Background: an optimization exercise with open tools, aiming at small area. Do not read the settings as production practice.
No activity file was given, so power comes from the tool's default toggle rates.

## v31
==> flow/design.v (excerpt) <==
module rename_top
(
    input  logic        clk,
    input  logic        rst_n,
    input  logic        flush,
    input  logic        in_valid,
    input  logic [31:0] in_pc,
    input  logic [4:0]  in_rd,
    input  logic [4:0]  in_rs1,
    input  logic [4:0]  in_rs2,
    output logic        out_valid,
    output logic [31:0] out_pc,
    output logic [4:0]  out_rd,
    output logic        out_has_dest,
    output logic [5:0]  out_rd_preg,
    output logic [5:0]  out_old_preg,
    output logic [5:0]  out_rs1_preg,
    output logic        out_rs1_valid,
    output logic [5:0]  out_rs2_preg,
    output logic        out_rs2_valid,
    output logic [2:0]  out_rob_idx,
    output logic        stall,
    input  logic        wb_valid,
    input  logic [2:0]  wb_rob_idx,
    input  logic [31:0] wb_value,
    input  logic        wb_exception,
    output logic        commit_valid,
    output logic [2:0]  commit_rob_idx,
    output logic [31:0] commit_pc,
    output logic [4:0]  commit_rd,
    output logic        commit_has_dest,
    output logic [5:0]  commit_new_preg,
    output logic [5:0]  commit_old_preg,
    output logic [31:0] commit_value,
    output logic        commit_exception,
    output logic        rob_empty
);
For scale: ~3200 cells after synthesis, roughly 970 flip-flops, ~250 I/O pins, ~41000 um2 of cells after synthesis.
make LEC_CHECK=0 CAP_MARGIN=20 CORE_MARGIN=2 CORE_UTILIZATION=40 CTS_BUF_LIST='sky130_fd_sc_hd__clkbuf_4 sky130_fd_sc_hd__clkbuf_8' SLEW_MARGIN=20 finish   # period 5.0 ns
run.sh (not shown) runs the stock make flow with config.mk's settings and CLKGATE_MAP_FILE= SYNTH_SCRIPT=/design/flow/synth_recipe.tcl, a recipe that flattens the netlist after the stock synthesis.
Here is what was changed in the inputs of v29 compared with v31.
# v31
export LEC_CHECK = 0
export CAP_MARGIN = 20
export CORE_MARGIN = 2
export CORE_UTILIZATION = 40
export CTS_BUF_LIST = sky130_fd_sc_hd__clkbuf_4 sky130_fd_sc_hd__clkbuf_8
export SLEW_MARGIN = 20
create_clock -name core_clock -period 5.0 [get_ports {clk}]
# v29
export LEC_CHECK = 0
export CAP_MARGIN = 20
export CORE_MARGIN = 2
export CORE_UTILIZATION = 40
export SLEW_MARGIN = 20
create_clock -name core_clock -period 5.0 [get_ports {clk}]
==> flow/flow/run.sh (new file) <==
#!/bin/bash
# Standard ORFS layout (the standard.sh), with two changes:
#  - synthesis maps logic with an area-oriented ABC script (abc_area_map.script)
#    instead of ORFS's delay-oriented one; registers are mapped exactly as in the
#    standard synthesis (dfflibmap runs before ABC, and ABC does not touch them);
#  - ports are buffered with sky130_fd_sc_hd__buf_1 (every port still gets a buffer).
set -euo pipefail
WORK=$(pwd)
export MY_ABC_SCRIPT="$WORK/flow/abc_area_map.script"
export BUFFER_PORTS_ARGS="-buffer_cell sky130_fd_sc_hd__buf_1"
bash standard.sh SYNTH_SCRIPT="$WORK/flow/synth_area.tcl" finish > "$WORK/flow_make.log" 2>&1
==> flow/flow/abc_area_map.script (new file) <==
strash
dc2
strash
dch -f
amap -F 30 -A 30
topo
==> flow/flow/synth_area.tcl (new file) <==
# synth_recipe.tcl with ABC's script swapped for the one MY_ABC_SCRIPT names.
proc synth {args} { yosys synth -nofsm -noshare {*}$args }
proc abc {args} {
  set i [lsearch -exact $args -script]
  if { $i >= 0 && [info exists ::env(MY_ABC_SCRIPT)] } { lset args [expr {$i+1}] $::env(MY_ABC_SCRIPT) }
  yosys abc {*}$args
}
source $::env(SCRIPTS_DIR)/synth.tcl
# left out here: clear keep_hierarchy, flatten, clean up, hide names made inside functions, write 1_2_yosys.v
==> flow/standard.sh (new file) <==
#!/bin/bash
# synth_recipe.tcl (not shown) runs the flow's synth.tcl, then flattens the netlist and writes it again
# the make line also repeats each setting of config.mk as NAME=value (left out here)
make -C /OpenROAD-flow-scripts/flow DESIGN_CONFIG=/design/flow/config.mk WORK_HOME=/design/flow/orfs CLKGATE_MAP_FILE= SYNTH_SCRIPT=/design/flow/synth_recipe.tcl "${@:-finish}"
removed: flow/run.sh
Findings:
- Comparing v29 with v31, the power came out essentially unchanged.
- The synthesized-area fraction occupied by xor and xnor cells of v29 falls short of that of v31 by 0.34 points.
- v31 has higher detailed-router iteration count before antenna repair than v29.
- v29 vs. v31: post-route clock period utilization went down by 0.42 points.
- v29: no failed stages, no open violations at the end
- Summary — maximum fanout count along the critical path, v29 relative to v31: lower, by 8.
- The run with more routed wire is v31, not v29.
- v29 — number of nets in the synthesized netlist 593 lower, v31 as reference
- The area growth from synthesis to final layout number comes out lower for v29 vs v31.
Changes in v17 relative to v29:
==> flow/run.sh (new file) <==
#!/bin/bash
# synth_recipe.tcl (not shown) runs the flow's synth.tcl, then flattens the netlist and writes it again
# the make line also repeats each setting of config.mk as NAME=value (left out here)
make -C /OpenROAD-flow-scripts/flow DESIGN_CONFIG=/design/flow/config.mk WORK_HOME=/design/flow/orfs CLKGATE_MAP_FILE= SYNTH_SCRIPT=/design/flow/synth_recipe.tcl finish
removed: flow/flow/run.sh
removed: flow/flow/abc_area_map.script
removed: flow/flow/synth_area.tcl
removed: flow/standard.sh
## What came out
Looking at timing endpoint of the critical path, the commit_value[26] result is from v17; the commit_has_dest one comes from v29. Delta (v17 minus v29): count of buffers not belonging to the clock network in the layout increased 26; number of buffer and inverter instances along the worst setup path decreased 2. | final critical-path share of the clock period | v17 vs v29 | 1.2 points lower |. Cmp v29 and v17 / clock share of power / lower: v29. The switching component of the power of v17 falls short of that of v29 by 0.025 mW. As of v17, total power of the final layout had risen by a few percent compared to v29.
[inputs] v52 vs v17
# v17
export LEC_CHECK = 0
export CAP_MARGIN = 20
export CORE_MARGIN = 2
export CORE_UTILIZATION = 40
export SLEW_MARGIN = 20
create_clock -name core_clock -period 5.0 [get_ports {clk}]
# v52
export LEC_CHECK = 0
export CAP_MARGIN = 20
export CORE_MARGIN = 2
export CORE_UTILIZATION = 40
export CTS_CLUSTER_DIAMETER = 60
export CTS_CLUSTER_SIZE = 25
export SLEW_MARGIN = 20
create_clock -name core_clock -period 5.0 [get_ports {clk}]
### Flow results
Cmp v17 and v52 / post-route total power / lower: v52
Looking at v17 and v52, the fmax is a wash.
Looking at detailed route wirelength on metal3, v52 sits above v17.
The utilization in v52 sits 0.50 points below the value recorded for v17.
Delta (v52 minus v17): proportion of power drawn by combinational gates up 0.3 points, total internal power down about 8%, hold slack flat, total of clock buffers placed in the layout down about 44%.
v17 and v52 ended up with nearly the same wire length of the first global-routing pass.
[compare] base=v17 new=v52: final cell count down 43, final critical delay including setup and external delays roughly the same.
No run of this note included a check of the RTL's function; only the layout flow was run.

static timing again, ports no longer ideal:
Ports are ideal in the flow. The routed layouts listed here were re-timed in OpenROAD.
Step 1 sets driving cells, clkbuf_16 on the clock port and buf_2 on the other inputs (assumed; they add their load-dependent delay and slew).
Step 2, shift: input delay + t, output delay - t, t = (earliest + latest rising clock arrival at the registers) / 2. This alone moves slack from input paths to output paths.
Three values: ideal ports, drivers, drivers and shift; two values: the first two.
| run | t (ns) | setup slack, ns | worst register clock-pin slew, ns | worst data-port slew with drivers (ns) | pins driven straight from the clock port |
|---|---|---|---|---|---|
| v31 | 0.915 | 0.174 / 0.102 / 0.936 | 0.08 / 0.08 | 0.11 | 1 |
| v29 | 0.742 | 0.195 / 0.130 / 0.663 | 0.07 / 0.07 | 0.10 | 1 |
| v17 | 0.764 | 0.257 / 0.187 / 0.933 | 0.06 / 0.06 | 0.11 | 1 |
| v52 | 0.756 | 0.257 / 0.187 / 0.858 | 0.10 / 0.10 | 0.11 | 1 |
After both steps setup and hold are still met in every run listed.
